Context: an optimization exercise on an open-source flow, tuned for small area, a short achievable clock period and few clock cycles per item. The choices shown serve that exercise and are no tape-out recipe.
Function was checked by simulation only, so behaviour that the tests miss may differ from the original.
Power is estimated from default activity; no workload was simulated.

## next_fit_slot_allocator_top
module next_fit_slot_allocator_top #(
  parameter int unsigned NUM_SLOTS = nfsa_pkg::NUM_SLOTS_DEF
) (
  input  logic                          clk,
  input  logic                          rst_n,
  input  logic                          start,
  output logic                          busy,
  input  logic                          in_op,
  input  logic [nfsa_pkg::SLOT_W-1:0]   in_slot_index,
  output logic                          out_valid,
  output logic [nfsa_pkg::SLOT_W-1:0]   out_slot_out,
  output logic [nfsa_pkg::STATUS_W-1:0] out_status,
  output logic [nfsa_pkg::COUNT_W-1:0]  out_slots_in_use
);
  logic                        s1_valid;
  logic                        s1_op;
  logic [nfsa_pkg::SLOT_W-1:0] s1_idx;
  nfsa_ctrl u_ctrl (
    .clk      (clk),
    .rst_n    (rst_n),
    .start    (start),
    .in_op    (in_op),
    .in_idx   (in_slot_index),
    .busy     (busy),
    .s1_valid (s1_valid),
    .s1_op    (s1_op),
    .s1_idx   (s1_idx)
  );
  nfsa_dp #(
    .NUM_SLOTS (NUM_SLOTS)
  ) u_dp (
    .clk              (clk),
    .rst_n            (rst_n),
    .s1_valid         (s1_valid),
    .s1_op            (s1_op),
    .s1_idx           (s1_idx),
  ...
For scale: roughly 6100 cells after synthesis, ~42 I/O pins, roughly 0.098 mm2 of cells after synthesis.
Settings: LEC_CHECK=0, CAP_MARGIN=20, CORE_MARGIN=2, CORE_UTILIZATION=40, CTS_CLUSTER_DIAMETER=150, CTS_CLUSTER_SIZE=20, PLACE_DENSITY=0.85, SETUP_SLACK_MARGIN=3.0, SLEW_MARGIN=20, TNS_END_PERCENT=0; clock period 6.5 ns.
run.sh (not shown) runs the stock make flow with config.mk's settings and CLKGATE_MAP_FILE= SYNTH_SCRIPT=/design/flow/synth_recipe.tcl, a recipe that flattens the netlist after the stock synthesis.
Testbench counts at the start, summed over its fixed seeds: cycles 48,024, items 48,000.
==> next run, changes <==
--- a/flow/config.mk
+++ b/flow/config.mk
@@ -12,5 +12,5 @@
 export CTS_CLUSTER_SIZE = 20
-export PLACE_DENSITY = 0.85
+export PLACE_DENSITY = 0.75
 export SETUP_SLACK_MARGIN = 3.0
 export SLEW_MARGIN = 20
-export TNS_END_PERCENT = 0
+export TNS_END_PERCENT = 100
Outcome: The new run completed with no timing, DRC or antenna violations. Setup slack gets better by 0.20 ns. Sequential power hardly moves. Area after synthesis is unchanged. Final cell count went up by 1.9%. Via count went down by 5.0%.
==> next run, changes <==
--- a/flow/config.mk
+++ b/flow/config.mk
@@ -15,2 +15,2 @@
 export SLEW_MARGIN = 20
-export TNS_END_PERCENT = 100
+export TNS_END_PERCENT = 0
=> Global-route usage barely changes. Core utilization drops by 1.1 points. Via count hardly moves.
==> next run, changes <==
--- a/flow/config.mk
+++ b/flow/config.mk
@@ -11,4 +11,4 @@
 export CTS_CLUSTER_DIAMETER = 150
-export CTS_CLUSTER_SIZE = 20
-export PLACE_DENSITY = 0.75
+export CTS_CLUSTER_SIZE = 18
+export PLACE_DENSITY = 0.7
 export SETUP_SLACK_MARGIN = 3.0
Result: The changed run went through all stages and came out clean. Sequential share of layout area increases by 0.47 points. Utilization goes down by 0.37 points. Register-to-register slack degrades by 0.13 ns. Die area is unchanged. Global-route usage is lower by 0.60 points.

========
Setup of the baseline:
next_fit_slot_allocator_top, a different RTL version from the one above (not shown whole).
Size: roughly 2,300 flip-flops, ~42 I/O pins, ~97,000 sq um of cells after synthesis.
Design next_fit_slot_allocator_top, start of the top module:
module next_fit_slot_allocator_top #(
  parameter int unsigned NUM_SLOTS = nfsa_pkg::NUM_SLOTS_DEF
) (
  input  logic                          clk,
  input  logic                          rst_n,
  input  logic                          start,
  output logic                          busy,
  input  logic                          in_op,
  input  logic [nfsa_pkg::SLOT_W-1:0]   in_slot_index,
  output logic                          out_valid,
  output logic [nfsa_pkg::SLOT_W-1:0]   out_slot_out,
  output logic [nfsa_pkg::STATUS_W-1:0] out_status,
  output logic [nfsa_pkg::COUNT_W-1:0]  out_slots_in_use
);
clock: 6.5 ns
lec_check: 0
cap_margin: 20
core_margin: 2
core_utilization: 50
cts_cluster_diameter: 150
cts_cluster_size: 20
place_density: 0.75
setup_slack_margin: 3.0
slew_margin: 20
tns_end_percent: 0
Testbench counts of the baseline, summed over its fixed seeds: cycles 48,024, items 48,000.
The following lists how the candidate was set up differently from the baseline:
- changing CORE_UTILIZATION from 50 to 40
Results
- The leakage power total on the baseline is in line with that on the candidate.
- Row count, the candidate and the baseline: higher on the candidate
- The candidate vs. the baseline: clock network power increased by about 2% relative to the old numbers, final cell count increased by 640 relative to the old numbers, maximum frequency from static timing analysis increased by 1.2% relative to the old numbers, worst hold slack increased by 0.0087 ns relative to the old numbers, clock skew increased by 0.012 ns relative to the old numbers.
- A slowest stage cell on the critical path of or4_4 is what the baseline shows, while dfxtp_2 belongs to the candidate.
- Compared with the baseline, in the candidate setup slack has increased, width of the die has increased.

-- port drivers added, routing unchanged --
In the flow no input, the clock included, has a driving cell. The finished layouts below were timed again as built, in two steps.
Step 1 sets driving cells, clkbuf_16 on the clock port and buf_2 on the other inputs (assumed; they add their load-dependent delay and slew).
Step 2 times the ports against the registers' clock, not the clock port: input delays grow and output delays shrink by t, the midpoint of the rising clock arrivals with the driver on.
Slacks: ideal / step 1 / step 2; pairs: ideal / step 1.
| run | shift t [ns] | slack for setup (ns) | worst slew at a driven data input, ns |
|---|---|---|---|
| the first run of note 1 | 0.930 | 2.436 / 2.436 / 2.436 | 0.04 |
| the second run of note 1 | 0.929 | 2.638 / 2.638 / 2.638 | 0.05 |
| the third run of note 1 | 0.888 | 2.627 / 2.627 / 2.627 | 0.04 |
| the fourth run of note 1 | 0.905 | 2.498 / 2.498 / 2.498 | 0.04 |
| the baseline | 0.911 | 2.545 / 2.545 / 2.545 | 0.12 |
| the candidate | 0.895 | 2.592 / 2.592 / 2.228 | 0.04 |
After both steps setup and hold are still met in every run listed. For the candidate, which loses most, drivers alone change the setup slack by 0.000 ns; drivers and shift together by -0.364 ns.
